Source: an optimization exercise on an open RTL-to-GDS flow (aim: small area). Production flows keep margins and buffers that such runs may drop. The RTL was checked by simulation tests, not by an equivalence proof against the original design. No activity file was given, so power comes from the tool's default toggle rates.

===== flow/config.mk =====
export PLATFORM = sky130hd
export DESIGN_NAME = invaders_top
export DESIGN_NICKNAME = invaders_top
export VERILOG_FILES = /design/flow/design.v
export SDC_FILE = /design/flow/constraint.sdc
export NUM_CORES = 4
export LEC_CHECK = 0
export ABC_AREA = 1
export CAP_MARGIN = 20
export CORE_MARGIN = 2
export CORE_UTILIZATION = 40
export SLEW_MARGIN = 20

===== flow/constraint.sdc =====
create_clock -name core_clock -period 20.0 [get_ports {clk}]
set_input_delay 4.0000 -clock core_clock [delete_from_list [all_inputs] [get_ports {clk}]]
set_output_delay 4.0000 -clock core_clock [all_outputs]
set_load 0.01 [all_outputs]

===== flow/design.v =====
package space_pkg;
  typedef logic [9:0] coord_t;   
  typedef logic [9:0] score_t;   
  localparam coord_t H_ACTIVE     = 10'd640;
  localparam coord_t H_TOTAL      = 10'd800;
  localparam coord_t H_SYNC_START = 10'd656;
  localparam coord_t H_SYNC_END   = 10'd752;
  localparam coord_t V_ACTIVE     = 10'd480;
  localparam coord_t V_TOTAL      = 10'd525;
  localparam coord_t V_SYNC_START = 10'd490;
  localparam coord_t V_SYNC_END   = 10'd492;
  localparam int     NUM_ROWS      = 5;
  localparam int     NUM_COLS      = 11;
  localparam coord_t ALIEN_SIZE    = 10'd24;    
  localparam coord_t ALIEN_PITCH_X = 10'd30;
  localparam coord_t ALIEN_PITCH_Y = 10'd32;
  localparam coord_t GRID_X0       = 10'd70;
  localparam coord_t GRID_Y0       = 10'd150;
  localparam coord_t MARCH_MAX     = 10'd100;
  localparam coord_t SHOOTER_Y       = 10'd460;
  localparam coord_t SHOOTER_START_X = 10'd253;
  localparam coord_t SHOOTER_MIN_X   = 10'd10;
  localparam coord_t SHOOTER_MAX_X   = 10'd528;
  localparam coord_t SHOOTER_STEP    = 10'd10;
  localparam coord_t BULLET_W        = 10'd4;
  localparam coord_t BULLET_H        = 10'd8;
  localparam coord_t BULLET_START_Y  = 10'd460;
  localparam coord_t DIGIT_Y    = 10'd20;
  localparam logic [29:0] DIGIT_X = {   
    10'd90,
    10'd60,
    10'd30
  };
  localparam logic [63:0] SPRITE_SMALL = {   
    8'b10000001,
    8'b01000010,
    8'b00100100,
    8'b11111111,
    8'b11011011,
    8'b01111110,
    8'b00111100,
    8'b00011000
  };
  localparam logic [143:0] SPRITE_MEDIUM = {   
    12'b000000000000,
    12'b100000000100,
    12'b010000001000,
    12'b001100110000,
    12'b101000000010,
    12'b101001100010,
    12'b101111111010,
    12'b111111111110,
    12'b011011101100,
    12'b001111111000,
    12'b000111110000,
    12'b000011100000
  };
  localparam logic [99:0] SPRITE_LARGE = {   
    10'b0111111110,
    10'b1100000110,
    10'b1000000010,
    10'b0100000100,
    10'b0010010010,
    10'b0111111110,
    10'b1111111111,
    10'b1101101101,
    10'b0111111110,
    10'b0011111100
  };
  localparam logic [69:0] SEG_FONT = {   
    7'b1101111,
    7'b1111111,
    7'b0000111,
    7'b1111101,
    7'b1101101,
    7'b1100110,
    7'b1001111,
    7'b1011011,
    7'b0000110,
    7'b0111111
  };
  localparam logic [8:0] ROW_COLOR = {   
    3'b110,
    3'b101,
    3'b011
  };
  localparam logic [49:0] ROW_POINTS = {   
    10'd10,
    10'd10,
    10'd20,
    10'd20,
    10'd30
  };
endpackage
module vga_timing (
  input  logic       clk,
  input  logic       rst_n,
  output logic [4:0] o_hc,       
  output logic [4:0] o_hp,       
  output logic [9:0] o_vy,       
  output logic       o_active,
  output logic       o_hsync,
  output logic       o_vsync
);
  localparam logic [9:0] VY0 = 10'd106;
  function automatic logic [4:0] inc5(input logic [4:0] x);
    logic c;
    c = 1'b1;
    for (int i = 0; i < 5; i++) begin
      inc5[i] = x[i] ^ c;
      c       = x[i] & c;
    end
  endfunction
  function automatic logic [9:0] inc10(input logic [9:0] x);
    logic c;
    c = 1'b1;
    for (int i = 0; i < 10; i++) begin
      inc10[i] = x[i] ^ c;
      c        = x[i] & c;
    end
  endfunction
  logic h_last, v_last, hp_last;
  assign hp_last = (o_hp == 5'd29);
  assign h_last  = (o_hc == 5'd26) && (o_hp == 5'd19);    
  assign v_last  = (o_vy == VY0 + 10'd524);
  always_ff @(posedge clk or negedge rst_n) begin
    if (!rst_n) begin
      o_hc <= '0;
      o_hp <= '0;
      o_vy <= VY0;
    end else begin
      if (h_last) begin
        o_hc <= '0;
        o_hp <= '0;
        o_vy <= v_last ? VY0 : inc10(o_vy);
      end else if (hp_last) begin
        o_hc <= inc5(o_hc);
        o_hp <= '0;
      end else begin
        o_hp <= inc5(o_hp);
      end
    end
  end
  assign o_active = ((o_hc < 5'd21) || (o_hc == 5'd21 && o_hp < 5'd10)) && (o_vy < VY0 + 10'd480);
  assign o_hsync  = !(((o_hc > 5'd21) || (o_hc == 5'd21 && o_hp >= 5'd26)) &&
                      ((o_hc < 5'd25) || (o_hc == 5'd25 && o_hp < 5'd2)));
  assign o_vsync  = !((o_vy >= VY0 + 10'd490) && (o_vy < VY0 + 10'd492));
endmodule
module player_control #(
  parameter int BULLET_DIV = 3000
) (
  input  logic       clk,
  input  logic       rst_n,
  input  logic       i_right,
  input  logic       i_left,
  input  logic       i_fire,
  input  logic       i_start,
  input  logic       i_hit,
  input  logic       i_move_tick,
  output logic [4:0] o_sc,
  output logic [4:0] o_sp,
  output logic [4:0] o_bc,
  output logic [4:0] o_bp,
  output logic [8:0] o_by,
  output logic       o_bullet_active
);
  localparam int BULLET_CW = (BULLET_DIV > 1) ? $clog2(BULLET_DIV) : 1;
  localparam logic [8:0] BY_OFS = 9'd18;
  function automatic logic [4:0] inc5(input logic [4:0] x);
    logic c;
    c = 1'b1;
    for (int i = 0; i < 5; i++) begin
      inc5[i] = x[i] ^ c;
      c       = x[i] & c;
    end
  endfunction
  function automatic logic [4:0] dec5(input logic [4:0] x);
    logic b;
    b = 1'b1;
    for (int i = 0; i < 5; i++) begin
      dec5[i] = x[i] ^ b;
      b       = ~x[i] & b;
    end
  endfunction
  function automatic logic [8:0] dec9(input logic [8:0] x);
    logic b;
    b = 1'b1;
    for (int i = 0; i < 9; i++) begin
      dec9[i] = x[i] ^ b;
      b       = ~x[i] & b;
    end
  endfunction
  function automatic logic [4:0] plus10(input logic [4:0] p);
    plus10 = '0;
    for (int i = 0; i < 30; i++) if (p == 5'(i)) plus10 = 5'((i + 10) % 30);
  endfunction
  function automatic logic [4:0] minus10(input logic [4:0] p);
    minus10 = '0;
    for (int i = 0; i < 30; i++) if (p == 5'(i)) minus10 = 5'((i + 20) % 30);
  endfunction
  logic                 right_q, left_q, fire_q;
  logic                 right_rise, left_rise, fire_rise;
  logic                 dir_r, dir_l;        
  logic [BULLET_CW-1:0] bullet_cnt;
  logic                 bullet_tick;
  logic [4:0]           rc, rp, lc, lp;     
  assign right_rise  = i_right & ~right_q;
  assign left_rise   = i_left & ~left_q;
  assign fire_rise   = i_fire & ~fire_q;
  assign bullet_tick = (bullet_cnt == BULLET_CW'(BULLET_DIV - 1));
  always_ff @(posedge clk or negedge rst_n) begin
    if (!rst_n) begin
      right_q <= 1'b0;
      left_q  <= 1'b0;
      fire_q  <= 1'b0;
    end else begin
      right_q <= i_right;
      left_q  <= i_left;
      fire_q  <= i_fire;
    end
  end
  always_ff @(posedge clk) begin
    if (right_rise) begin
      dir_r <= 1'b1;
      dir_l <= 1'b0;
    end else if (left_rise) begin
      dir_r <= 1'b0;
      dir_l <= 1'b1;
    end else if (!i_right && !i_left) begin
      dir_r <= 1'b0;
      dir_l <= 1'b0;
    end
  end
  always_comb begin
    rc = (o_sp >= 5'd20) ? inc5(o_sc) : o_sc;
    rp = plus10(o_sp);
    if (rc > 5'd17 || (rc == 5'd17 && rp > 5'd22)) begin
      rc = 5'd17;
      rp = 5'd22;
    end
    lc = (o_sp < 5'd10) ? dec5(o_sc) : o_sc;
    lp = minus10(o_sp);
    if (o_sc == 5'd0 && o_sp < 5'd24) begin
      lc = 5'd0;
      lp = 5'd14;
    end
  end
  always_ff @(posedge clk or negedge rst_n) begin
    if (!rst_n) begin
      o_sc <= 5'd8;
      o_sp <= 5'd17;
    end else if (i_start) begin
      o_sc <= 5'd8;
      o_sp <= 5'd17;
    end else if (i_move_tick && dir_r) begin
      o_sc <= rc;
      o_sp <= rp;
    end else if (i_move_tick && dir_l) begin
      o_sc <= lc;
      o_sp <= lp;
    end
  end
  always_ff @(posedge clk or negedge rst_n) begin
    if (!rst_n) begin
      o_bullet_active <= 1'b0;
    end else if (i_start || i_hit) begin
      o_bullet_active <= 1'b0;
    end else if (o_bullet_active) begin
      if (bullet_tick && o_by == BY_OFS) o_bullet_active <= 1'b0;   
    end else if (fire_rise) begin
      o_bullet_active <= 1'b1;
    end
  end
  always_ff @(posedge clk) begin
    if (!o_bullet_active) begin
      bullet_cnt <= '0;
      if (fire_rise) begin
        o_bc <= o_sc;
        o_bp <= o_sp;
        o_by <= BY_OFS + 9'd460;
      end
    end else begin
      bullet_cnt <= bullet_tick ? '0 : bullet_cnt + 1'b1;
      if (bullet_tick && o_by != BY_OFS) o_by <= dec9(o_by);
    end
  end
endmodule
module alien_fleet #(
  parameter int MARCH_DIV = 50000,
  parameter int MOVE_DIV  = 500000
) (
  input  logic        clk,
  input  logic        rst_n,
  input  logic        i_restart,
  input  logic [4:0]  i_bc,
  input  logic [4:0]  i_bp,
  input  logic [8:0]  i_by,             
  input  logic        i_bullet_active,
  output logic        o_hit,
  output logic        o_won,
  output logic        o_start,
  output logic        o_move_tick,
  output logic [54:0] o_dead,
  output logic [2:0]  o_mc,
  output logic [4:0]  o_mp,
  output logic [8:0]  o_half_score,
  output logic [3:0]  o_hund,
  output logic [3:0]  o_tens
);
  localparam int MARCH_CW = (MARCH_DIV > 1) ? $clog2(MARCH_DIV) : 1;
  function automatic logic [MARCH_CW-1:0] incm(input logic [MARCH_CW-1:0] x);
    logic c;
    c = 1'b1;
    for (int i = 0; i < MARCH_CW; i++) begin
      incm[i] = x[i] ^ c;
      c       = x[i] & c;
    end
  endfunction
  function automatic logic [4:0] inc5(input logic [4:0] x);
    logic c;
    c = 1'b1;
    for (int i = 0; i < 5; i++) begin
      inc5[i] = x[i] ^ c;
      c       = x[i] & c;
    end
  endfunction
  function automatic logic [4:0] dec5(input logic [4:0] x);
    logic b;
    b = 1'b1;
    for (int i = 0; i < 5; i++) begin
      dec5[i] = x[i] ^ b;
      b       = ~x[i] & b;
    end
  endfunction
  function automatic logic [5:0] sub5(input logic [4:0] x, input logic [4:0] y, input logic bin);
    logic c;
    c = ~bin;
    for (int i = 0; i < 5; i++) begin
      sub5[i] = x[i] ^ ~y[i] ^ c;
      c       = (x[i] & ~y[i]) | (x[i] & c) | (~y[i] & c);
    end
    sub5[5] = ~c;
  endfunction
  logic [MARCH_CW-1:0] march_cnt;
  logic                march_right;
  logic                fresh;
  logic                clr;
  assign o_start = i_restart | o_won;
  assign clr     = o_start | fresh;
  generate
    if (MARCH_DIV % MOVE_DIV == 0) begin : g_shared
      assign o_move_tick = ((march_cnt % MARCH_CW'(MOVE_DIV)) == MARCH_CW'(MOVE_DIV - 1));
    end else begin : g_own
      localparam int MOVE_CW = (MOVE_DIV > 1) ? $clog2(MOVE_DIV) : 1;
      logic [MOVE_CW-1:0] move_cnt;
      assign o_move_tick = (move_cnt == MOVE_CW'(MOVE_DIV - 1));
      always_ff @(posedge clk or negedge rst_n) begin
        if (!rst_n) move_cnt <= '0;
        else if (o_start) move_cnt <= '0;
        else move_cnt <= o_move_tick ? '0 : move_cnt + 1'b1;
      end
    end
  endgenerate
  logic [5:0] bd;
  logic       bborrow;
  logic       ge26, eq25;
  logic [5:0] colb;       
  logic [5:0] hcol;       
  logic       xhit;
  logic [3:0] hc4;
  logic [3:0] yrow;
  logic [4:0] prow, srow;    
  logic [4:0] colbits;       
  logic       p_live, s_live, hit_found;
  logic [4:0] hrow;          
  assign bd      = sub5(i_bp, o_mp, 1'b0);
  assign bborrow = bd[5];
  assign ge26    = bborrow ? (bd[4:0] >= 5'd28) : (bd[4:0] >= 5'd26);
  assign eq25    = bborrow ? (bd[4:0] == 5'd27) : (bd[4:0] == 5'd25);
  assign colb    = sub5(i_bc, {2'b0, o_mc}, bborrow);
  always_comb begin
    logic c;
    c = ge26;
    for (int i = 0; i < 6; i++) begin
      hcol[i] = colb[i] ^ c;
      c       = colb[i] & c;
    end
  end
  assign xhit    = !eq25 && !hcol[5] && (hcol[4:0] <= 5'd10);
  assign hc4     = hcol[3:0];
  assign yrow = i_by[8:5];
  always_comb begin
    for (int r = 0; r < 5; r++) begin
      prow[r] = (yrow == 4'(5 + r));
      srow[r] = (yrow == 4'(6 + r)) && (i_by[4:0] == 5'd0);
    end
  end
  always_comb begin
    for (int r = 0; r < 5; r++) begin
      case (hc4)
        4'd0:    colbits[r] = o_dead[r*11 + 0];
        4'd1:    colbits[r] = o_dead[r*11 + 1];
        4'd2:    colbits[r] = o_dead[r*11 + 2];
        4'd3:    colbits[r] = o_dead[r*11 + 3];
        4'd4:    colbits[r] = o_dead[r*11 + 4];
        4'd5:    colbits[r] = o_dead[r*11 + 5];
        4'd6:    colbits[r] = o_dead[r*11 + 6];
        4'd7:    colbits[r] = o_dead[r*11 + 7];
        4'd8:    colbits[r] = o_dead[r*11 + 8];
        4'd9:    colbits[r] = o_dead[r*11 + 9];
        default: colbits[r] = o_dead[r*11 + 10];
      endcase
    end
  end
  assign s_live    = |(srow & ~colbits);
  assign p_live    = |(prow & ~colbits);
  assign hit_found = i_bullet_active && !o_hit && xhit && (s_live || p_live);
  assign hrow      = s_live ? srow : prow;
  logic       all_dead;
  logic [1:0] pts;        
  logic [3:0] tens_n;
  logic       tens_c;
  logic [8:0] half_n;
  logic [4:0] hund_inc, mc_inc, mc_dec;
  assign hund_inc = inc5({1'b0, o_hund});
  assign mc_inc   = inc5({2'b0, o_mc});
  assign mc_dec   = dec5({2'b0, o_mc});
  assign all_dead = &o_dead;
  assign pts      = hrow[0] ? 2'd3 : (hrow[1] | hrow[2]) ? 2'd2 : 2'd1;
  always_comb begin
    tens_n = '0;
    tens_c = 1'b0;
    for (int t = 0; t < 10; t++) begin
      for (int p = 1; p < 4; p++) begin
        if (o_tens == 4'(t) && pts == 2'(p)) begin
          tens_n = 4'((t + p) % 10);
          tens_c = (t + p) >= 10;
        end
      end
    end
  end
  always_comb begin
    logic [3:0] a;
    logic       c;
    a = {pts, pts};    
    c = 1'b0;
    for (int i = 0; i < 9; i++) begin
      logic b;
      b = (i < 4) ? a[i] : 1'b0;
      half_n[i] = o_half_score[i] ^ b ^ c;
      c         = (o_half_score[i] & b) | (o_half_score[i] & c) | (b & c);
    end
  end
  always_ff @(posedge clk or negedge rst_n) begin
    if (!rst_n) begin
      fresh <= 1'b1;
    end else begin
      fresh <= 1'b0;
    end
  end
  always_ff @(posedge clk) begin
    for (int r = 0; r < 5; r++) begin
      for (int c = 0; c < 11; c++) begin
        o_dead[r*11 + c] <= !clr && (o_dead[r*11 + c] || (hit_found && hrow[r] && hc4 == 4'(c)));
      end
    end
  end
  always_ff @(posedge clk or negedge rst_n) begin
    if (!rst_n) begin
      o_half_score <= '0;
      o_hund       <= '0;
      o_tens       <= '0;
      o_hit        <= 1'b0;
      o_won        <= 1'b0;
    end else if (o_start) begin
      o_half_score <= '0;
      o_hund       <= '0;
      o_tens       <= '0;
      o_hit        <= 1'b0;
      o_won        <= 1'b0;
    end else begin
      o_hit <= hit_found;
      o_won <= all_dead && !fresh;
      if (hit_found) begin
        o_half_score <= half_n;
        o_tens       <= tens_n;
        if (tens_c) o_hund <= hund_inc[3:0];
      end
    end
  end
  always_ff @(posedge clk or negedge rst_n) begin
    if (!rst_n) begin
      o_mc        <= 3'd2;
      o_mp        <= 5'd10;
      march_right <= 1'b1;
      march_cnt   <= '0;
    end else if (o_start) begin
      o_mc        <= 3'd2;
      o_mp        <= 5'd10;
      march_right <= 1'b1;
      march_cnt   <= '0;
    end else if (march_cnt == MARCH_CW'(MARCH_DIV - 1)) begin
      march_cnt <= '0;
      if (march_right) begin
        if (o_mc < 3'd5 || o_mp < 5'd20) begin
          if (o_mp == 5'd29) begin
            o_mc <= mc_inc[2:0];
            o_mp <= 5'd0;
          end else begin
            o_mp <= inc5(o_mp);
          end
        end else begin
          march_right <= 1'b0;
        end
      end else begin
        if (o_mc != 3'd2 || o_mp != 5'd10) begin
          if (o_mp == 5'd0) begin
            o_mc <= mc_dec[2:0];
            o_mp <= 5'd29;
          end else begin
            o_mp <= dec5(o_mp);
          end
        end else begin
          march_right <= 1'b1;
        end
      end
    end else begin
      march_cnt <= incm(march_cnt);
    end
  end
endmodule
module frame_renderer (
  input  logic        clk,
  input  logic        rst_n,
  input  logic [4:0]  i_hc,
  input  logic [4:0]  i_hp,
  input  logic [9:0]  i_vy,             
  input  logic        i_active,
  input  logic        i_hsync,
  input  logic        i_vsync,
  input  logic [54:0] i_dead,
  input  logic [2:0]  i_mc,
  input  logic [4:0]  i_mp,
  input  logic [4:0]  i_sc,             
  input  logic [4:0]  i_sp,
  input  logic [4:0]  i_bc,
  input  logic [4:0]  i_bp,
  input  logic [8:0]  i_by,             
  input  logic        i_bullet_active,
  input  logic [3:0]  i_hund,
  input  logic [3:0]  i_tens,
  output logic        o_red,
  output logic        o_green,
  output logic        o_blue,
  output logic        o_hsync,
  output logic        o_vsync
);
  localparam logic [9:0] VY0 = 10'd106;
  function automatic logic [5:0] sub5(input logic [4:0] x, input logic [4:0] y, input logic bin);
    logic c;
    c = ~bin;
    for (int i = 0; i < 5; i++) begin
      sub5[i] = x[i] ^ ~y[i] ^ c;
      c       = (x[i] & ~y[i]) | (x[i] & c) | (~y[i] & c);
    end
    sub5[5] = ~c;
  endfunction
  function automatic logic [9:0] sub10(input logic [9:0] x, input logic [9:0] y);
    logic c;
    c = 1'b1;
    for (int i = 0; i < 10; i++) begin
      sub10[i] = x[i] ^ ~y[i] ^ c;
      c        = (x[i] & ~y[i]) | (x[i] & c) | (~y[i] & c);
    end
  endfunction
  function automatic logic [3:0] dec4(input logic [3:0] x);
    logic b;
    b = 1'b1;
    for (int i = 0; i < 4; i++) begin
      dec4[i] = x[i] ^ b;
      b       = ~x[i] & b;
    end
  endfunction
  function automatic logic [11:0] sprite_row(input logic [1:0] cls, input logic [3:0] sy);
    case ({cls, sy})
      {2'd0, 4'd0}: sprite_row = 12'b000000011000;
      {2'd0, 4'd1}: sprite_row = 12'b000000111100;
      {2'd0, 4'd2}: sprite_row = 12'b000001111110;
      {2'd0, 4'd3}: sprite_row = 12'b000011011011;
      {2'd0, 4'd4}: sprite_row = 12'b000011111111;
      {2'd0, 4'd5}: sprite_row = 12'b000000100100;
      {2'd0, 4'd6}: sprite_row = 12'b000001000010;
      {2'd0, 4'd7}: sprite_row = 12'b000010000001;
      {2'd1, 4'd0}: sprite_row = 12'b000011100000;
      {2'd1, 4'd1}: sprite_row = 12'b000111110000;
      {2'd1, 4'd2}: sprite_row = 12'b001111111000;
      {2'd1, 4'd3}: sprite_row = 12'b011011101100;
      {2'd1, 4'd4}: sprite_row = 12'b111111111110;
      {2'd1, 4'd5}: sprite_row = 12'b101111111010;
      {2'd1, 4'd6}: sprite_row = 12'b101001100010;
      {2'd1, 4'd7}: sprite_row = 12'b101000000010;
      {2'd1, 4'd8}: sprite_row = 12'b001100110000;
      {2'd1, 4'd9}: sprite_row = 12'b010000001000;
      {2'd1, 4'd10}: sprite_row = 12'b100000000100;
      {2'd1, 4'd11}: sprite_row = 12'b000000000000;
      {2'd2, 4'd0}: sprite_row = 12'b000011111100;
      {2'd2, 4'd1}: sprite_row = 12'b000111111110;
      {2'd2, 4'd2}: sprite_row = 12'b001101101101;
      {2'd2, 4'd3}: sprite_row = 12'b001111111111;
      {2'd2, 4'd4}: sprite_row = 12'b000111111110;
      {2'd2, 4'd5}: sprite_row = 12'b000010010010;
      {2'd2, 4'd6}: sprite_row = 12'b000100000100;
      {2'd2, 4'd7}: sprite_row = 12'b001000000010;
      {2'd2, 4'd8}: sprite_row = 12'b001100000110;
      {2'd2, 4'd9}: sprite_row = 12'b000111111110;
      default: sprite_row = 12'b0;
    endcase
  endfunction
  function automatic logic seg_bit(input logic [6:0] s, input logic [3:0] x, input logic [3:0] y);
    logic mid_x;
    mid_x = (x >= 4'd2 && x < 4'd8);
    seg_bit = (s[0] && y < 4'd2 && mid_x) ||
              (s[1] && x >= 4'd8 && y >= 4'd2 && y < 4'd7) ||
              (s[2] && x >= 4'd8 && y >= 4'd7 && y < 4'd12) ||
              (s[3] && y >= 4'd12 && mid_x) ||
              (s[4] && x < 4'd2 && y >= 4'd7 && y < 4'd12) ||
              (s[5] && x < 4'd2 && y >= 4'd2 && y < 4'd7) ||
              (s[6] && y >= 4'd7 && y < 4'd9 && mid_x);
  endfunction
  logic [4:0]  vrow;
  logic [2:0]  row;
  logic        row_ok;
  logic [1:0]  cls;
  logic [5:0]  ad, col;
  logic        col_ok;
  logic [3:0]  sx;
  logic [10:0] row_dead;
  logic [11:0] sprite_word;
  logic        alien_pix;
  logic [2:0]  alien_rgb;
  assign vrow   = i_vy[9:5];
  assign row_ok = (vrow >= 5'd8) && (vrow <= 5'd12) && (i_vy[4:3] != 2'b11);
  always_comb begin
    case (vrow[2:0])
      3'd0:    row = 3'd0;
      3'd1:    row = 3'd1;
      3'd2:    row = 3'd2;
      3'd3:    row = 3'd3;
      default: row = 3'd4;
    endcase
  end
  assign cls    = (row == 3'd0) ? 2'd0 : (row <= 3'd2) ? 2'd1 : 2'd2;
  assign ad     = sub5(i_hp, i_mp, 1'b0);
  assign col    = sub5(i_hc, {2'b0, i_mc}, ad[5]);
  assign col_ok = !col[5] && (col[4:0] <= 5'd10) && (ad[5] ? (ad[4:0] < 5'd26) : (ad[4:0] < 5'd24));
  assign sx     = ad[5] ? dec4(ad[4:1]) : ad[4:1];
  always_comb begin
    case (row)
      3'd0:    row_dead = i_dead[10:0];
      3'd1:    row_dead = i_dead[21:11];
      3'd2:    row_dead = i_dead[32:22];
      3'd3:    row_dead = i_dead[43:33];
      default: row_dead = i_dead[54:44];
    endcase
  end
  assign sprite_word = sprite_row(cls, i_vy[4:1]);
  assign alien_pix   = row_ok && col_ok && !row_dead[col[3:0]] && sprite_word[sx];
  always_comb begin
    case (cls)
      2'd0:    alien_rgb = {3{alien_pix}} & space_pkg::ROW_COLOR[2:0];
      2'd1:    alien_rgb = {3{alien_pix}} & space_pkg::ROW_COLOR[5:3];
      default: alien_rgb = {3{alien_pix}} & space_pkg::ROW_COLOR[8:6];
    endcase
  end
  logic [5:0] sd, sdc;
  logic       s_on;
  logic       bar1, bar2, bar3;
  logic       shooter_pix;
  assign sd   = sub5(i_hp, i_sp, 1'b0);
  assign sdc  = sub5(i_hc, i_sc, sd[5]);
  assign s_on = (sdc == 6'd0);
  assign bar1 = sd[5] ? (sd[4:0] >= 5'd4 && sd[4:0] < 5'd12) : (sd[4:0] >= 5'd2 && sd[4:0] < 5'd10);
  assign bar2 = sd[5] ? (sd[4:0] >= 5'd6 && sd[4:0] < 5'd10) : (sd[4:0] >= 5'd4 && sd[4:0] < 5'd8);
  assign bar3 = sd[5] ? (sd[4:0] >= 5'd2 && sd[4:0] < 5'd14) : (sd[4:0] < 5'd12);
  always_comb begin
    shooter_pix = 1'b0;
    if (s_on) begin
      if (i_vy >= VY0 + 10'd460 && i_vy < VY0 + 10'd462) shooter_pix = bar1;
      if (i_vy >= VY0 + 10'd462 && i_vy < VY0 + 10'd468) shooter_pix = bar2;
      if (i_vy >= VY0 + 10'd468 && i_vy < VY0 + 10'd470) shooter_pix = bar3;
    end
  end
  logic [5:0] bd, bdc;
  logic [9:0] bdy;
  logic       bullet_pix;
  assign bd  = sub5(i_hp, i_bp, 1'b0);
  assign bdc = sub5(i_hc, i_bc, bd[5]);
  assign bdy = sub10(i_vy, {1'b0, i_by});
  assign bullet_pix = i_bullet_active && (bdc == 6'd0) &&
                      (bd[5] ? (bd[4:0] >= 5'd2 && bd[4:0] < 5'd6) : (bd[4:0] < 5'd4)) &&
                      (bdy[9:3] == 7'd11);
  logic [3:0] digit;
  logic [6:0] font;
  logic [3:0] sdy;
  logic       score_pix;
  assign sdy = 4'(i_vy[3:0] - 4'd14);     
  always_comb begin
    case (i_hc[1:0])
      2'd1:    digit = i_hund;
      2'd2:    digit = i_tens;
      default: digit = 4'd0;
    endcase
    case (digit)
      4'd0:    font = space_pkg::SEG_FONT[0*7 +: 7];
      4'd1:    font = space_pkg::SEG_FONT[1*7 +: 7];
      4'd2:    font = space_pkg::SEG_FONT[2*7 +: 7];
      4'd3:    font = space_pkg::SEG_FONT[3*7 +: 7];
      4'd4:    font = space_pkg::SEG_FONT[4*7 +: 7];
      4'd5:    font = space_pkg::SEG_FONT[5*7 +: 7];
      4'd6:    font = space_pkg::SEG_FONT[6*7 +: 7];
      4'd7:    font = space_pkg::SEG_FONT[7*7 +: 7];
      4'd8:    font = space_pkg::SEG_FONT[8*7 +: 7];
      default: font = space_pkg::SEG_FONT[9*7 +: 7];
    endcase
  end
  assign score_pix = (i_hc >= 5'd1) && (i_hc <= 5'd3) && (i_hp < 5'd10) &&
                     (i_vy >= VY0 + 10'd20) && (i_vy < VY0 + 10'd34) &&
                     seg_bit(font, i_hp[3:0], sdy);
  logic red, green, blue;
  assign red   = alien_rgb[2] | bullet_pix | score_pix;
  assign green = alien_rgb[1] | bullet_pix | shooter_pix;
  assign blue  = alien_rgb[0] | bullet_pix | shooter_pix;
  always_ff @(posedge clk or negedge rst_n) begin
    if (!rst_n) begin
      o_red   <= 1'b0;
      o_green <= 1'b0;
      o_blue  <= 1'b0;
      o_hsync <= 1'b1;
      o_vsync <= 1'b1;
    end else begin
      o_red   <= i_active & red;
      o_green <= i_active & green;
      o_blue  <= i_active & blue;
      o_hsync <= i_hsync;
      o_vsync <= i_vsync;
    end
  end
endmodule
module invaders_top #(
  parameter int MOVE_DIV   = 64,
  parameter int BULLET_DIV = 4,
  parameter int MARCH_DIV  = 256
) (
  input  logic              clk,
  input  logic              rst_n,
  input  logic              i_right,
  input  logic              i_left,
  input  logic              i_fire,
  input  logic              i_restart,
  output logic              o_hsync,
  output logic              o_vsync,
  output logic              o_red,
  output logic              o_green,
  output logic              o_blue,
  output space_pkg::score_t o_score,
  output logic              o_won
);
  logic [4:0]  hc, hp;
  logic [9:0]  vy;
  logic        active, hsync_raw, vsync_raw;
  logic [4:0]  sc, sp, bc, bp;
  logic [8:0]  by;
  logic [8:0]  half_score;
  logic        bullet_active, hit, start, move_tick;
  logic [54:0] dead;
  logic [2:0]  mc;
  logic [4:0]  mp;
  logic [3:0]  hund, tens;
  vga_timing u_timing (
    .clk      (clk),
    .rst_n    (rst_n),
    .o_hc     (hc),
    .o_hp     (hp),
    .o_vy     (vy),
    .o_active (active),
    .o_hsync  (hsync_raw),
    .o_vsync  (vsync_raw)
  );
  player_control #(
    .BULLET_DIV (BULLET_DIV)
  ) u_player (
    .clk             (clk),
    .rst_n           (rst_n),
    .i_right         (i_right),
    .i_left          (i_left),
    .i_fire          (i_fire),
    .i_start         (start),
    .i_hit           (hit),
    .i_move_tick     (move_tick),
    .o_sc            (sc),
    .o_sp            (sp),
    .o_bc            (bc),
    .o_bp            (bp),
    .o_by            (by),
    .o_bullet_active (bullet_active)
  );
  alien_fleet #(
    .MARCH_DIV (MARCH_DIV),
    .MOVE_DIV  (MOVE_DIV)
  ) u_fleet (
    .clk             (clk),
    .rst_n           (rst_n),
    .i_restart       (i_restart),
    .i_bc            (bc),
    .i_bp            (bp),
    .i_by            (by),
    .i_bullet_active (bullet_active),
    .o_hit           (hit),
    .o_won           (o_won),
    .o_start         (start),
    .o_move_tick     (move_tick),
    .o_dead          (dead),
    .o_mc            (mc),
    .o_mp            (mp),
    .o_half_score    (half_score),
    .o_hund          (hund),
    .o_tens          (tens)
  );
  assign o_score = {half_score, 1'b0};
  frame_renderer u_render (
    .clk             (clk),
    .rst_n           (rst_n),
    .i_hc            (hc),
    .i_hp            (hp),
    .i_vy            (vy),
    .i_active        (active),
    .i_hsync         (hsync_raw),
    .i_vsync         (vsync_raw),
    .i_dead          (dead),
    .i_mc            (mc),
    .i_mp            (mp),
    .i_sc            (sc),
    .i_sp            (sp),
    .i_bc            (bc),
    .i_bp            (bp),
    .i_by            (by),
    .i_bullet_active (bullet_active),
    .i_hund          (hund),
    .i_tens          (tens),
    .o_red           (o_red),
    .o_green         (o_green),
    .o_blue          (o_blue),
    .o_hsync         (o_hsync),
    .o_vsync         (o_vsync)
  );
endmodule

===== flow/run.sh =====
#!/bin/bash
# synth_recipe.tcl (not shown) runs the flow's synth.tcl, then flattens the netlist and writes it again
# the make line also repeats each setting of config.mk as NAME=value (left out here)
make -C /OpenROAD-flow-scripts/flow DESIGN_CONFIG=/design/flow/config.mk WORK_HOME=/design/flow/orfs CLKGATE_MAP_FILE= SYNTH_SCRIPT=/design/flow/synth_recipe.tcl finish

==> results.txt, run 1 <==
- Synth Warn #: 4
- Post-synth EDFFs: 19
- Crit path DAT: 8.61 ns
- Sw frac: around 29%
- Pwr dens: 62.3 nW/um^2
- Core ar.: 27,600 um^2
- Netlist cell types: between 50 and 60
- Top cell type's share of synthesized area: 13.9%
- Comb power frac: around 14%
- IO Port Bufs: 20
- Unrepaired setup endpoints after global routing: no
- Setup TNS: 0 ns
- Critical path class: flop to flop
- Antenna Nets Post-Route: 0
- Max_cap viols: 0
- Final Cell Area: about 12,000 um^2
- WP buf/inv: 3
- Hold Path Class: flop to flop
- Diodes inserted: 0
- Reg clk slew, reported paths: ~0.070 ns
- Grt total ovfl: 0
- Top cells by area, synth: dfrtp_1 (14%), dfxtp_1 (11%), nand2_1 (10%)
- Slowest stage delay, CP: approximately 0.54 ns
- F_max: 0.120 GHz
- CP dominant cell by count: fa_1
- Period utilization: 41.5%
- CP Max Fanout: 9
- Worst endpoint required time: 20.31 ns
- Setup Fix Bufs, Post-CTS: 0
- Slowest stage cell on the critical path: dfstp_2
- Most used routing layer: met2
- Int Pwr: roughly 0.55 mW
- Tightest Pin Transition: ~1.2 ns
- Mean Syn Cell Area: 7.54 um^2
- Layout cell share with drive strength beyond 1: 5.58%
- Final Hold Vio Count: 0
- Clock share of power: 43.4%
- Die Ht: between 150 and 200 um
- CP endpoint kind: flop
- Clock Latency Late Sink: around 0.43 ns
- Clock sink count: 154
- Global Route met1 Usage: 32.2%
- Met2 Use GR: 36.8%
- Commonest non-fill, non-tap cells in the layout: nand2_1 (310), inv_1 (223), nor2_1 (129)
- Initial antenna violation count: 0
- Final Util: roughly 45%
- Synth Flop Type: dfrtp_1
- CTS Hold Bufs: 0
- VDD IR max: 0.0450 mV
- Placed Area: 11,800 um^2
- DRT iter0 DRCs: 889
- Crit path launch type: flop
- Post-DP HPWL: 25.1 mm
- Routed WL per cell: 17.6 um
- Setup Viol. Count Final: 0
- Site Rows: approximately 60
- Crit-path leading delay family: adder cells
- Non-filler cells, final: 1,884
- Remaining DRCs: 0
- Placed Cells: 1,852
- Vias in the first global route: 9,696
- Clk root buf: clkbuf_16
- Clock Path Buffers: 2
- DIE AREA: just under 30,000 um^2
- CTS Buf Count: 17
- Max-slew headroom: 22.5%
- Fill cells: ~2.8k
- Asr flop ratio synth: 49.4%
- Power share of the sequential group: 43.1%
- GRT Util Overall: 23.2%
- Most common cell after layout, fill and taps aside: nand2_1
- Vias/cell: 5.43
- Area grow syn2layout: 10.6%
- Sequential-to-total area share from yosys stat: 32.9%
- H-tree levels: 4
- Outcome: no timing/DRC/antenna violations
- Net Sw Power: 0.222 mW
- Synth Cell Area: ~11,000 um^2
- Via count: 10.2k
- TritonCTS clock tree: done
- Skew final: 0.00948 ns
- Pleak: 5.31 nW
- Io pins: 22
- Final GP Congestion: 0.951
- Total Power: 0.770 mW
- Slew Viols, Final: 0
- Largest net degree at the start of global routing: 57
- Chip Width: between 150 and 200 um
- Yosys reg bits: 154
- Met3 usage: under 10%
- Tmin final: 8.30 ns
- Initial Util: 40.4%
- Yosys top cell by area: dfrtp_1
- Post-CTS Resized: 0
- Post-synthesis cell count: roughly 1.5k
- Post-Route WL: 33.2 mm
- Final #Nets: 1,628
- First-pass GRT wire length: between 50 and 60 mm
- DRT Pass-1 Iters: 5
metal layers:
layer  share of wire, %  wire [um]  up-vias
li1                   -          -     4957
met2                 46      15200      371
met1                 46      15400     4851
met3                5.3       1750       53
met5                  0          0        -
met4                2.5        817        0
sequential cells by signal (all words and copies together), names as in the netlist, 2 cells and up:
name and flops:
u_player.o_sp 5, u_fleet.o_mp 5, u_timing.o_hp 5, u_fleet.o_dead 55, u_player.o_bc 5, u_player.o_by 9, u_fleet.march_cnt 8, u_fleet.o_hund 4
u_player.bullet_cnt 2, u_fleet.o_tens 4, u_timing.o_hc 5, u_timing.o_vy 10, u_player.o_sc 5, u_player.o_bp 5, u_fleet.o_half_score 9, u_fleet.o_mc 3
cells in the mapped netlist, drive strengths merged (2+ instances only):
cell     count
nand2      318
inv        226
nor2       144
a21oi      109
ha          89
o21ai       88
nand3       74
dfrtp       62
dfxtp       59
fa          40
nor3        36
clkbuf      24
nor4        22
o22ai       21
edfxtp      19
nand4       17
o211ai      15
dfstp       14
buf         10
xor2        10
o31ai        8
o2111ai      7
a211oi       6
a22o         6
xnor2        6
a31oi        5
o221ai       5
a221oi       4
nand3b       4
o311ai       4
a22oi        3
a41oi        3
or2          3
a21boi       2
clkinv       2
or4          2
final cells by class:
cell class                      instances  area, um^2  area share [%]
Multi-Input combinational cell       1066        6520            52.8
Inverter                              228         856            6.93
Clock inverter                         12         136            1.10
Timing Repair Buffer                   26         243            1.96
Sequential cell                       154        3670            29.7
Clock buffer                           20         457            3.70
Tap cell                              378         473            3.83
cell families after synthesis:
family / synth area share [%]
compound gates: 15.7
xor+xnor: 1.25
fa+ha+maj: 17.1
buf+inv: 9.01
flops: 32.9
other cells: 0.0336
simple gates: 24.0
power groups by stage:
stage               registers [mW]  clock network (mW)  logic, mW
finish                       0.332               0.334      0.104
CTS                          0.332               0.340      0.103
detailed placement           0.338                   0      0.102
floorplan                    0.335                   0     0.0736
global route                 0.333               0.354      0.118
global placement             0.338                   0      0.102
stage by stage:
step	hold WS, ns	worst slack, ns
final	0.442	11.70
after global routing	0.456	11.22
after CTS	0.444	11.73
after detailed placement	0.436	11.73
after global placement	0.408	11.89
after floorplan	0.398	12.46
final timing paths:
kind / cells past startpoint / end / from / slack, ns
hold / removal: 1 / u_fleet.march_cnt[0] / u_fleet.march_cnt[0] / 0.44
max in group asynchronous: 2 / u_fleet.o_mp[4] / rst_n / 15.52
setup reg to reg: 36 / u_fleet.o_half_score[8] / u_fleet.o_mp[1] / 11.70
hold reg to reg: 1 / u_fleet.march_cnt[0] / u_fleet.march_cnt[0] / 0.44
min in group asynchronous: 1 / u_fleet.o_tens[3] / rst_n / 3.51
setup / recovery: 36 / u_fleet.o_half_score[8] / u_fleet.o_mp[1] / 11.70
==> inputs of run 2 (changes only) <==
--- a/flow/design.v
+++ b/flow/design.v
@@ -305,3 +305,2 @@
   output logic [4:0]  o_mp,
-  output logic [8:0]  o_half_score,
   output logic [3:0]  o_hund,
@@ -422,3 +421,2 @@
   logic       tens_c;
-  logic [8:0] half_n;
   logic [4:0] hund_inc, mc_inc, mc_dec;
@@ -441,14 +439,2 @@
   end
-  always_comb begin
-    logic [3:0] a;
-    logic       c;
-    a = {pts, pts};    
-    c = 1'b0;
-    for (int i = 0; i < 9; i++) begin
-      logic b;
-      b = (i < 4) ? a[i] : 1'b0;
-      half_n[i] = o_half_score[i] ^ b ^ c;
-      c         = (o_half_score[i] & b) | (o_half_score[i] & c) | (b & c);
-    end
-  end
   always_ff @(posedge clk or negedge rst_n) begin
@@ -460,2 +446,8 @@
   end
+  logic        nclr;
+  logic [4:0]  krow;
+  logic [10:0] kcol;
+  assign nclr = !clr;
+  assign krow = hrow & {5{hit_found & nclr}};
+  always_comb for (int c = 0; c < 11; c++) kcol[c] = (hc4 == 4'(c));
   always_ff @(posedge clk) begin
@@ -463,3 +455,3 @@
       for (int c = 0; c < 11; c++) begin
-        o_dead[r*11 + c] <= !clr && (o_dead[r*11 + c] || (hit_found && hrow[r] && hc4 == 4'(c)));
+        o_dead[r*11 + c] <= (o_dead[r*11 + c] & nclr) | (krow[r] & kcol[c]);
       end
@@ -469,3 +461,2 @@
     if (!rst_n) begin
-      o_half_score <= '0;
       o_hund       <= '0;
@@ -475,3 +466,2 @@
     end else if (o_start) begin
-      o_half_score <= '0;
       o_hund       <= '0;
@@ -484,3 +474,2 @@
       if (hit_found) begin
-        o_half_score <= half_n;
         o_tens       <= tens_n;
@@ -824,3 +813,2 @@
     .o_mp            (mp),
-    .o_half_score    (half_score),
     .o_hund          (hund),
@@ -828,2 +816,14 @@
   );
+  function automatic logic [8:0] add9(input logic [8:0] x, input logic [8:0] y);
+    logic c;
+    c = 1'b0;
+    for (int i = 0; i < 9; i++) begin
+      add9[i] = x[i] ^ y[i] ^ c;
+      c       = (x[i] & y[i]) | (x[i] & c) | (y[i] & c);
+    end
+  endfunction
+  logic [8:0] t5, h50;
+  assign t5  = add9({5'b0, tens}, {3'b0, tens, 2'b0});
+  assign h50 = add9({4'b0, hund, 1'b0}, add9({1'b0, hund, 4'b0}, {hund, 5'b0}));
+  assign half_score = add9(t5, h50);
   assign o_score = {half_score, 1'b0};
--- a/flow/config.mk
+++ b/flow/config.mk
@@ -11,2 +11,5 @@
 export CORE_UTILIZATION = 40
+export CTS_BUF_LIST = sky130_fd_sc_hd__clkbuf_8
+export CTS_CLUSTER_DIAMETER = 150
+export CTS_CLUSTER_SIZE = 40
 export SLEW_MARGIN = 20
==> run 2 against run 1 <==
Effect of this change:
- area after synthesis shrank 1.7%
- synthesized cell count grew 0.20%
- register-to-register slack gained 1.1 ns
- routed wire length shrank 5.1%
- critical path type is now flop to primary output
- largest cell class unchanged
- largest power group is now registers
- highest routed layer unchanged
==> results.txt, run 2 <==
- F_max: ~0.12 GHz
- Count leader, synth: nand2_1
- Initial antenna violation count: 0
- Post-synth EDFFs: 19
- Setup Fix Bufs, Post-CTS: 0
- DRT Pass-1 Iters: 6
- Fill cells: between 2k and 3k
- Via count: 10.2k
- Final GP Congestion: 0.912
- Top cells by area, synth: dfrtp_1 (12%), nand2_1 (11%), ha_1 (11%)
- Worst endpoint required time: 16.00 ns
- Flop2flop setup slack: 12.76 ns
- Largest Register: u_fleet.o_dead
- Slew Viols, Final: 0
- CTS Buf Count: 17
- Tightest Pin Transition: 1.11 ns
- Layout cell share with drive strength beyond 1: 4.48%
- RR Endpoint: u_fleet.o_tens[3]
- Hold Path Class: flop to flop
- TritonCTS clock tree: done
- Io pins: 22
- Outcome: no timing/DRC/antenna violations
- Yosys reg bits: 145
- Tmin final: 8.05 ns
- Most common cell after layout, fill and taps aside: nand2_1
- Unrepaired setup endpoints after global routing: no
- Setup TNS: 0 ns
- Synth Flop Type: dfxtp_1
- Largest regs: u_fleet.o_dead x55, u_timing.o_vy x10, u_player.o_by x9
- Commonest non-fill, non-tap cells in the layout: nand2_1 (319), inv_1 (237), nor2_1 (139)
- Clk root buf: clkbuf_8
- Site Rows: 60
- DRT iter0 DRCs: 835
- Top cell type's share of synthesized area: ~12%
- Mean Syn Cell Area: 7.40 um^2
- HP Start: u_player.bullet_cnt[0]
- Skew final: ~0.014 ns
- Reg clk slew, reported paths: approximately 0.080 ns
- Pleak: 5.48 nW
- Non-filler cells, final: around 1.9k
- Area grow syn2layout: 8.72%
- H-tree levels: 4
- Routed WL per cell: between 15 and 20 um
- Synth Cell Area: approximately 11,000 um^2
- Asr flop ratio synth: 46.2%
- Post-CTS Resized: 0
- Netlist cell types: 50
- Crit path launch: u_fleet.o_tens[0]
- Synth Warn #: 5
- Period utilization: between 40% and 50%
- Post-DP HPWL: roughly 24 mm
- Core ar.: 27,000 um^2
- Final #Nets: 1,649
- VDD IR max: 0.0362 mV
- Post-synthesis cell count: 1,484
- Sequential-to-total area share from yosys stat: 31.4%
- Vias in the first global route: 9,682
- Multi-input gate area: 6510 um^2
- Crit path to: o_score[9]
- Placed Cells: 1,826
- Reg2reg path depth: 25
- Chip Width: 170 um
- Max-slew headroom: 26.3%
- Setup Viol. Count Final: 0
- RR Startpoint: u_fleet.o_mp[1]
- Largest net degree at the start of global routing: 68
- Grt total ovfl: 0
- Remaining DRCs: 0
- Die Ht: 170 um
- Pwr dens: between 50 and 60 nW/um^2
- CP endpoint kind: primary output
- Post-Route WL: 31.5 mm
- Top post-synthesis cells by count: nand2_1 (319), inv_1 (234), nor2_1 (139), o21ai_0 (134), ha_1 (95)
- Register area: between 3000 and 4000 um^2
- Antenna Nets Post-Route: 0
- Final Hold Vio Count: 0
- Crit path DAT: 4.05 ns
- First-pass GRT wire length: 51.3 mm
- Max_cap viols: 0
- Clock sink count: 145
- Diodes inserted: 0
- Final Util: 44.3%
- DIE AREA: a little under 30,000 um^2
- Crit path launch type: flop
- Critical path class: flop to primary output
- Clock Latency Late Sink: 0.47 ns
- Largest register FFs: 55
- Initial Util: 40.8%
- CTS Hold Bufs: 0
- CP Max Fanout: 11
- Clock Path Buffers: 2
- Yosys top cell by area: dfrtp_1
- IO Port Bufs: 20
- GRT Util Overall: approximately 23%
- Vias/cell: 5.48
==> run 2: critical path, cell delays in order, from the launching register on <==
cell,delay (ns)
dfrtp_1,0.51
ha_1,0.37
fa_1,0.40
inv_1,0.08
fa_1,0.15
inv_1,0.04
fa_1,0.37
fa_1,0.36
inv_1,0.07
fa_1,0.16
inv_1,0.04
ha_1,0.17
xnor2_1,0.13
xor2_1,0.16
inv_1,0.06
clkdlybuf4s50_1,0.52
==> run 2: metrics by stage <==
stage | worst slack, ns | hold WS (ns) | power, mW | area (um^2)
after floorplan | 13.12 | 0.398 | 0.381 | 11000
after global placement | 12.42 | 0.412 | 0.411 | 11600
after detailed placement | 12.42 | 0.420 | 0.412 | 11600
after CTS | 11.89 | 0.432 | 0.646 | 11900
after global routing | 11.67 | 0.462 | 0.674 | 11900
final | 11.95 | 0.430 | 0.641 | 11900
==> run 2: worst min-delay path by stage <==
stage / end / slack [ns] / cells after the start
2_1_floorplan: u_player.bullet_cnt[0] / 0.40 / 1
3_3_place_gp: u_player.bullet_cnt[0] / 0.41 / 1
3_5_place_dp: u_player.bullet_cnt[0] / 0.42 / 1
4_1_cts: u_player.bullet_cnt[0] / 0.43 / 1
5_1_grt: u_player.bullet_cnt[0] / 0.46 / 1
6_report: u_player.bullet_cnt[0] / 0.43 / 1
==> run 2: final cells by class <==
class | count | share of cell area [%]
Sequential cell | 145 | 28.8
Timing Repair Buffer | 31 | 2.35
Clock inverter | 13 | 0.995
Inverter | 240 | 7.54
Multi-Input combinational cell | 1069 | 54.5
Tap cell | 341 | 3.57
Clock buffer | 19 | 2.19
==> run 2: where the power goes <==
group          leakage, nW  total, mW  internal, mW  switching (mW)
Combinational         3.78     0.0943        0.0300          0.0644
Clock                0.206      0.234         0.115           0.119
Sequential            1.49      0.313         0.305         0.00736
==> run 2: cells by family (layout without fill, tap and decap cells) <==
family,Yosys count,after routing,share of synthesized area [%]
other,1,2,0.0341
AOI/OAI and AO/OA,290,290,15.3
and+or+nand+nor,620,620,23.7
adders and majority gates,139,139,18.8
DFF,145,145,31.4
xor gates and xnor gates,18,18,1.43
buffers and inverters,271,303,9.41
==> run 2: routing by layer <==
| layer | track usage (%) | share of wire, % | up-vias |
|---|---|---|---|
| li1 | - | - | 4958 |
| met1 | 31.6 | 45 | 4827 |
| met2 | 36.1 | 46 | 349 |
| met3 | 4.17 | 6.4 | 56 |
| met4 | 6.06 | 2.3 | 0 |
| met5 | 0 | 0 | - |
==> inputs of run 3 (changes only) <==
==> flow/flow/run.sh (new file) <==
#!/bin/bash
# Own layout flow: the standard flow, with two changes.
#  1. Synthesis runs the standard synthesis script unchanged, except that
#     the final ABC mapping uses an area-oriented script (abc_area.script in
#     this folder: two rounds of choice computation and area-recovery mapping).
#     Registers are mapped before ABC, so they are the standard synthesis's.
#  2. Ports are buffered with sky130_fd_sc_hd__buf_1 instead of the default
#     buffer cell.
# Every tool's output goes to a log file in the work folder.
set -euo pipefail
W=$PWD
rm -rf "$W/scripts_abc"
cp -r "$FLOW_HOME/scripts" "$W/scripts_abc"
cp "$W/flow/abc_area.script" "$W/scripts_abc/abc_area.script"
bash standard.sh "SCRIPTS_DIR=$W/scripts_abc" synth > "$W/flow_synth.log" 2>&1
bash standard.sh "BUFFER_PORTS_ARGS=-buffer_cell sky130_fd_sc_hd__buf_1" finish > "$W/flow_layout.log" 2>&1
test -s "$W/out/final.def"
==> flow/flow/abc_area.script (new file) <==
strash
dch -f
map -a
strash
dch -f
map -a
topo
==> flow/standard.sh (new file) <==
#!/bin/bash
# synth_recipe.tcl (not shown) runs the flow's synth.tcl, then flattens the netlist and writes it again
# the make line also repeats each setting of config.mk as NAME=value (left out here)
make -C /OpenROAD-flow-scripts/flow DESIGN_CONFIG=/design/flow/config.mk WORK_HOME=/design/flow/orfs CLKGATE_MAP_FILE= SYNTH_SCRIPT=/design/flow/synth_recipe.tcl "${@:-finish}"
removed: flow/run.sh
==> run 3 against run 2 <==
Effect of this change:
- critical endpoint is now u_fleet.o_dead[14]
- first-iteration DRC count shrank 4.7%
- sequential share of layout area grew 1.6 points
- still clean on timing, DRC and antenna
- clock power grew 12%
- critical path type is now flop to flop
- worst hold slack is essentially flat
- combinational power shrank 33%
==> results.txt, run 3 <==
- Power share of the sequential group: 48.9%
- Clock Path Buffers: 2
- Post-Synth Simple-Gate Area: 16.8%
- Crit path launch type: flop
- Top cells by area, synth: dfrtp_1 (13%), ha_1 (12%), dfxtp_1 (11%)
- Register area: 3450 um^2
- Comb power frac: 9.9%
- Layout cell share with drive strength beyond 1: under 10%
- Synth Area in Compound Gates: 19.9%
- Synth Cell Area: roughly 10,000 um^2
- VDD IR max: 0.0434 mV
- Synth Flop Type: dfxtp_1
- CP Max Fanout: 11
- Skew final: 0.0258 ns
- Post-Route WL: 30.6 mm
- IO Port Bufs: 20
- Grt total ovfl: 0
- Tmin final: 8.15 ns
- Top cell type's share of synthesized area: 12.8%
- Count leader, synth: clkinv_1
- Net Sw Power: between 0.15 and 0.2 mW
- Pwr dens: roughly 56 nW/um^2
- DIE AREA: 27,100 um^2
- Routed WL per cell: 18.3 um
- Max-slew headroom: 36.5%
- GRT Util Overall: 23.7%
- Remaining DRCs: 0
- Site Rows: 58
- Clk root buf: clkbuf_8
- Vias in the first global route: 9,259
- H-tree levels: 4
- Chip Width: about 160 um
- XOR/XNOR Fraction of Synth Area: 1.10%
- Via count: 9,563
- Sequential-to-total area share from yosys stat: between 30 and 40%
- Fill cells: around 2.6k
- Place WS: 11.90 ns
- DRT iter0 DRCs: roughly 800
- Diodes inserted: 0
- Int Pwr: 0.453 mW
- Post-synthesis cell count: 1,286
- Hold Slack: 0.430 ns
- CP endpoint kind: flop
- First-pass GRT wire length: 49.9 mm
- Post-synth EDFFs: 19
- Reg clk slew, reported paths: 0.09 ns
- Final worst slack: ~12 ns
- Top post-synthesis cells by count: clkinv_1 (240), nor2_1 (147), nand2_1 (139), ha_1 (95), o21ai_0 (84)
- Most common cell after layout, fill and taps aside: clkinv_1
- Multiplexer area fraction after synthesis: 0%
- Asr flop ratio synth: approximately 46%
- Period utilization: 40.8%
- Area grow syn2layout: 9.40%
- Placed Area: between 10,000 and 15,000 um^2
- Critical path class: flop to flop
- Setup Viol. Count Final: 0
- Worst endpoint required time: 20.40 ns
- Unrepaired setup endpoints after global routing: no
- Netlist cell types: 41
- Outcome: no timing/DRC/antenna violations
- Non-filler cells, final: 1,676
- Antenna Nets Post-Route: 0
- Largest regs: u_fleet.o_dead x55, u_timing.o_vy x10, u_player.o_by x9
- Slew Viols, Final: 0
- Sw frac: approximately 29%
- Mean Syn Cell Area: 8.03 um^2
- Setup TNS: 0 ns
- Post-CTS Resized: 0
- DRT Pass-1 Iters: 7
- Placed Cells: 1,643
- CTS Buf Count: 17
- Setup Fix Bufs, Post-CTS: 0
- Commonest non-fill, non-tap cells in the layout: clkinv_1 (240), nor2_1 (147), nand2_1 (139)
- Synth Warn #: 5
- Final Hold Vio Count: 0
- Yosys reg bits: 145
- Hold Path Class: flop to flop
- Clock share of power: about two fifths
- Largest net degree at the start of global routing: 68
- Initial Util: 40.9%
- Final #Nets: 1,478
- Io pins: 22
- Adder-cell share of the synthesized area: between 20% and 30%
- Pleak: roughly 4.4 nW
- Core ar.: 25,300 um^2
- Tightest Pin Transition: 0.928 ns
- Max_cap viols: 0
- Largest family of logic cells by synthesized area: adder cells
- Vias/cell: 5.71
- Crit path DAT: 8.55 ns
- CTS Hold Bufs: 0
- Final Cell Area: around 11,000 um^2
- Final GP Congestion: about 1
- Yosys top cell by area: dfrtp_1
- Clock Latency Late Sink: 0.49 ns
- F_max: 0.123 GHz
- Clock sink count: around 150
- Initial antenna violation count: 0
- Die Ht: 165 um
- Post-DP HPWL: 23.3 mm
- Largest register FFs: 55
- TritonCTS clock tree: done
- Largest Register: u_fleet.o_dead
- Multi-input gate area: 5970 um^2
run 3: changes by cell type after synthesis, sizes merged, moves of 19 or more:
cell | before | now
clkbuf | 22 | 0
a21oi | 61 | 82
o21ai | 138 | 84
inv | 239 | 0
o22ai | 31 | 81
clkinv | 1 | 240
nand3 | 83 | 42
nor3 | 30 | 49
nand2 | 320 | 139
run 3: power groups by stage:
stage	clock network (mW)	logic (mW)	registers, mW
after CTS	0.265	0.0625	0.310
after floorplan	0	0.0439	0.314
final	0.261	0.0630	0.310
after detailed placement	0	0.0620	0.316
after global routing	0.278	0.0721	0.311
after global placement	0	0.0617	0.316
run 3: area by class of cell:
class | instances | area share (%)
clock buffers | 18 | 2.19
clock inverters | 14 | 1.55
repair buffers | 29 | 1.30
well taps | 330 | 3.65
inverters | 240 | 7.97
flip-flops and latches | 145 | 30.5
multi-input cells | 900 | 52.9
run 3: cell families after synthesis:
kind of cell             after synthesis
AND/OR/NAND/NOR                      409
AO/OA/AOI/OAI                        337
buffers and inverters                242
flip-flops                           145
adder cells (fa/ha/maj)              139
XOR/XNOR                              13
other                                  1
run 3: final timing paths:
kind	from	to	depth (start not counted)	slack, ns
worst max-delay path	u_fleet.o_mp[1]	u_fleet.o_dead[14]	27	11.85
min in group asynchronous	rst_n	u_timing.o_hp[3]	2	3.76
worst min-delay path	u_player.bullet_cnt[0]	u_player.bullet_cnt[0]	1	0.43
worst min register to register	u_player.bullet_cnt[0]	u_player.bullet_cnt[0]	1	0.43
worst max register to register	u_fleet.o_mp[1]	u_fleet.o_dead[14]	27	11.85
max in group asynchronous	rst_n	u_fleet.o_mp[0]	2	15.62
run 3: routing by layer:
layer / share of wire, % / wire length, um / up-vias / GRT usage (%)
li1: - / - / 4577 / -
met1: 45 / 13900 / 4537 / 33.2
met2: 45 / 13700 / 383 / 37.2
met3: 6.9 / 2130 / 66 / 4.09
met4: 2.9 / 890 / 0 / 8.14
met5: 0 / 0 / - / 0
run 3: critical path, cell delays in order, from the launching register on:
cell	delay [ns]
dfstp_2	0.55
clkinv_1	0.18
fa_1	0.46
fa_1	0.41
fa_1	0.40
fa_1	0.43
fa_1	0.41
fa_1	0.40
fa_1	0.44
ha_1	0.21
ha_1	0.33
nor2_1	0.09
nand2_1	0.28
clkinv_1	0.15
a22oi_1	0.21
o221ai_1	0.13
or4_2	0.61
nor3_1	0.28
clkinv_1	0.11
nand4_1	0.13
a21oi_1	0.12
nand3_1	0.13
nand2_1	0.12
nor2_1	0.39
clkinv_1	0.27
nor2_1	0.20
nand2_1	0.36
o21ai_0	0.27
run 3: metrics by stage:
| stage | power (mW) | utilization, % |
|---|---|---|
| 2_1_floorplan | 0.358 | - |
| 3_3_place_gp | 0.378 | 43.1 |
| 3_5_place_dp | 0.378 | 43.1 |
| 4_1_cts | 0.637 | 44.7 |
| 5_1_grt | 0.661 | 44.8 |
| 6_report | 0.634 | 44.8 |
==> inputs of run 4 (changes only) <==
--- a/flow/flow/run.sh
+++ b/flow/flow/run.sh
@@ -4,3 +4,5 @@
 #     the final ABC mapping uses an area-oriented script (abc_area.script in
-#     this folder: two rounds of choice computation and area-recovery mapping).
+#     this folder: three rounds of choice computation and area-recovery
+#     mapping), and adders are left to ABC instead of being extracted into
+#     full/half-adder cells first (ADDER_MAP_FILE empty).
 #     Registers are mapped before ABC, so they are the standard synthesis's.
@@ -14,3 +16,3 @@
 cp "$W/flow/abc_area.script" "$W/scripts_abc/abc_area.script"
-bash standard.sh "SCRIPTS_DIR=$W/scripts_abc" synth > "$W/flow_synth.log" 2>&1
+bash standard.sh "SCRIPTS_DIR=$W/scripts_abc" "ADDER_MAP_FILE=" synth > "$W/flow_synth.log" 2>&1
 bash standard.sh "BUFFER_PORTS_ARGS=-buffer_cell sky130_fd_sc_hd__buf_1" finish > "$W/flow_layout.log" 2>&1
==> flow/flow/abc_area.script (replaced) <==
strash
dch -f
map -a
strash
dch -f
map -a
strash
dch -f
map -a
topo
==> run 4 against run 3 <==
Effect of this change:
- sequential share of layout area up 2.2 points
- cell area fell by 6.7%
- register-to-register slack improved by 1.5 ns
- highest routed layer unchanged
==> results.txt, run 4 <==
- Outcome: no timing/DRC/antenna violations
- Via count: 10.3k
- Diodes inserted: 0
- DRT iter0 DRCs: 1,005
- Critical path class: flop to primary output
- Slew Viols, Final: 0
- Area grow syn2layout: 9.42%
- Io pins: 22
- Commonest non-fill, non-tap cells in the layout: clkinv_1 (262), nor2_1 (249), nand2_1 (179)
- Met3 WL: about 2 mm
- First-pass GRT wire length: just under 50 mm
- Yosys reg bits: 145
- WL met2: 13.9 mm
- Fill cells: about 2.5k
- Final Hold Vio Count: 0
- Period utilization: 35.2%
- Top post-synthesis cells by count: clkinv_1 (262), nor2_1 (249), nand2_1 (179), o22ai_1 (108), o21ai_0 (101)
- Setup TNS: 0 ns
- Max_cap viols: 0
- Asr flop ratio synth: a little under half
- Setup Fix Bufs, Post-CTS: 0
- Vias in the first global route: 9,510
- Count leader, synth: clkinv_1
- Largest register FFs: 55
- Top cell type's share of synthesized area: between 10 and 15%
- DRT Pass-1 Iters: 5
- Die Ht: between 150 and 200 um
- Crit path launch type: flop
- Setup Viol. Count Final: 0
- Clk root buf: clkbuf_8
- Site Rows: 56
- Largest net degree at the start of global routing: 68
- GRT Util Overall: 24.0%
- CTS Hold Bufs: 0
- Initial antenna violation count: 0
- WL met1: roughly 14 mm
- Largest regs: u_fleet.o_dead x55, u_timing.o_vy x10, u_player.o_by x9
- Post-synth EDFFs: 19
- Vias/cell: 5.74
- Final Cell Area: about 11,000 um^2
- Largest Register: u_fleet.o_dead
- Synth Cell Area: between 9000 and 10,000 um^2
- Synth Flop Type: dfxtp_1
- Top cells by area, synth: dfrtp_1 (14%), dfxtp_1 (12%), clkinv_1 (10%)
- Reg clk slew, reported paths: 0.10 ns
- Routed WL per cell: 17.0 um
- IO Port Bufs: 20
- F_max: 0.142 GHz
- Remaining DRCs: 0
- Place WS: 12.55 ns
- CTS Buf Count: 17
- Pwr dens: 53.8 nW/um^2
- Layout cell share with drive strength beyond 1: ~4.5%
- H-tree levels: 4
- Skew final: 0.0203 ns
- DIE AREA: 25,400 um^2
- Post-synthesis cell count: 1,423
- Core ar.: 23,500 um^2
- TritonCTS clock tree: done
- Synth Warn #: 5
- Initial Util: about 40%
- Placed Area: around 10,000 um^2
- Pleak: 3.64 nW
- Worst endpoint required time: 16.00 ns
- Final #Nets: roughly 1.5k
- Max-slew headroom: 28.7%
- Sequential-to-total area share from yosys stat: 35.7%
- Most common cell after layout, fill and taps aside: clkinv_1
- CP Max Fanout: 8
- Post-CTS Resized: 0
- Post-Route WL: about 30 mm
- Final GP Congestion: 0.929
- CP endpoint kind: primary output
- Hold Slack: 0.427 ns
- Netlist cell types: 44
- Tmin final: 7.04 ns
- Clock Path Buffers: 2
- Clock Latency Late Sink: 0.48 ns
- Post-DP HPWL: about 23 mm
- Clock sink count: 145
- Tightest Pin Transition: roughly 1.1 ns
- Yosys top cell by area: dfrtp_1
- Mean Syn Cell Area: between 6 and 7 um^2
- Hold Path Class: flop to flop
- Total Power: around 0.57 mW
- VDD IR max: 0.0345 mV
- Antenna Nets Post-Route: 0
- Final worst slack: 12.97 ns
- Unrepaired setup endpoints after global routing: no
- Chip Width: ~160 um
- Highest routed layer: met4
- Crit path DAT: 3.03 ns
- Grt total ovfl: 0
[run 4: changes by cell type after synthesis, moves of 9 or more]
cell	before	now
nor2_1	147	249
ha_1	95	0
fa_1	44	0
nand2_1	139	179
o22ai_1	81	108
clkinv_1	240	262
o21ai_0	84	101
xor2_1	8	23
xnor2_1	5	17
a21oi_1	82	93
nor4_1	9	20
a22oi_1	18	9
[run 4: cell type report]
cell class	count	area, um^2	share of cell area [%]
well taps	319	399	3.78
clock inverters	15	193	1.83
multi-input cells	1015	5200	49.3
inverters	262	983	9.32
flip-flops and latches	145	3450	32.7
repair buffers	22	93.8	0.890
clock buffers	17	234	2.22
[run 4: logic make-up after synthesis]
kind of cell / Yosys count / share of synthesized area, %
compound gates: 405 / 25.6
xor+xnor: 40 / 3.63
fa+ha+maj: 1 / 0.104
buf+inv: 264 / 10.4
flops: 145 / 35.7
other cells: 1 / 0.0389
simple gates: 567 / 24.5
[run 4: critical path, stage by stage, from the launching register on]
cell	delay (ns)
dfrtp_1	0.54
clkinv_1	0.27
nor2_1	0.23
nor2_1	0.08
or4_2	0.63
nand2_1	0.09
nand2_1	0.07
nand2_1	0.07
nand2_1	0.07
nand2_1	0.08
nand3_1	0.09
xnor2_1	0.16
buf_1	0.18
[run 4: through the flow]
stage          util [%]  cells
6_report           44.8   1795
5_1_grt            44.8   1795
4_1_cts            44.8   1795
3_5_place_dp       43.0   1763
3_3_place_gp       43.0   1763
2_1_floorplan         -   1424
[run 4: routing by layer]
metal  up-vias  track usage [%]
met3        52             4.12
met4         0             6.45
met1      4832             33.2
met5         -                0
met2       374             38.8
li1       5043                -
[run 4: where the power goes]
part	leakage, nW	total (mW)	switching, mW	internal (mW)
sequential	1.49	0.301	0.00205	0.299
clock	0.208	0.243	0.147	0.0968
combinational	1.94	0.0228	0.0176	0.00515
total	3.64	0.568	0.166	0.401
[run 4: worst paths after layout]
kind	from	to	slack (ns)	depth (start not counted)
max	u_fleet.o_tens[3]	o_score[9]	12.97	12
min	u_player.bullet_cnt[0]	u_player.bullet_cnt[0]	0.43	1
max reg2reg	u_fleet.o_mp[1]	u_fleet.o_tens[1]	13.38	40
min reg2reg	u_player.bullet_cnt[0]	u_player.bullet_cnt[0]	0.43	1
max in group asynchronous	rst_n	u_fleet.o_won	15.69	1
min in group asynchronous	rst_n	u_player.o_sp[2]	3.69	1

## static timing again, ports no longer ideal
How much do the figures lean on ideal ports? The routed layouts below were timed once more, with nothing changed but the port constraints.
Step 1 assumes that a clkbuf_16 drives the clock port and a buf_2 every other input.
Step 2, shift: input delay + t, output delay - t, t = (earliest + latest rising clock arrival at the registers) / 2. This alone moves slack from input paths to output paths.
a / b / c = no drivers / after step 1 / after step 2; a / b = the first two.
run | shift t [ns] | setup WS [ns] | worst slew at a driven data input, ns
run 1 | 0.474 | 11.697 / 11.697 / 11.697 | 0.04
run 2 | 0.508 | 11.950 / 11.907 / 12.415 | 0.03
run 3 | 0.514 | 11.846 / 11.846 / 11.846 | 0.03
run 4 | 0.513 | 12.965 / 12.921 / 12.575 | 0.03
After both steps setup and hold are still met in every run listed. The setup slack of run 4, which loses most, moves by -0.044 ns with the drivers and by -0.390 ns with both steps.
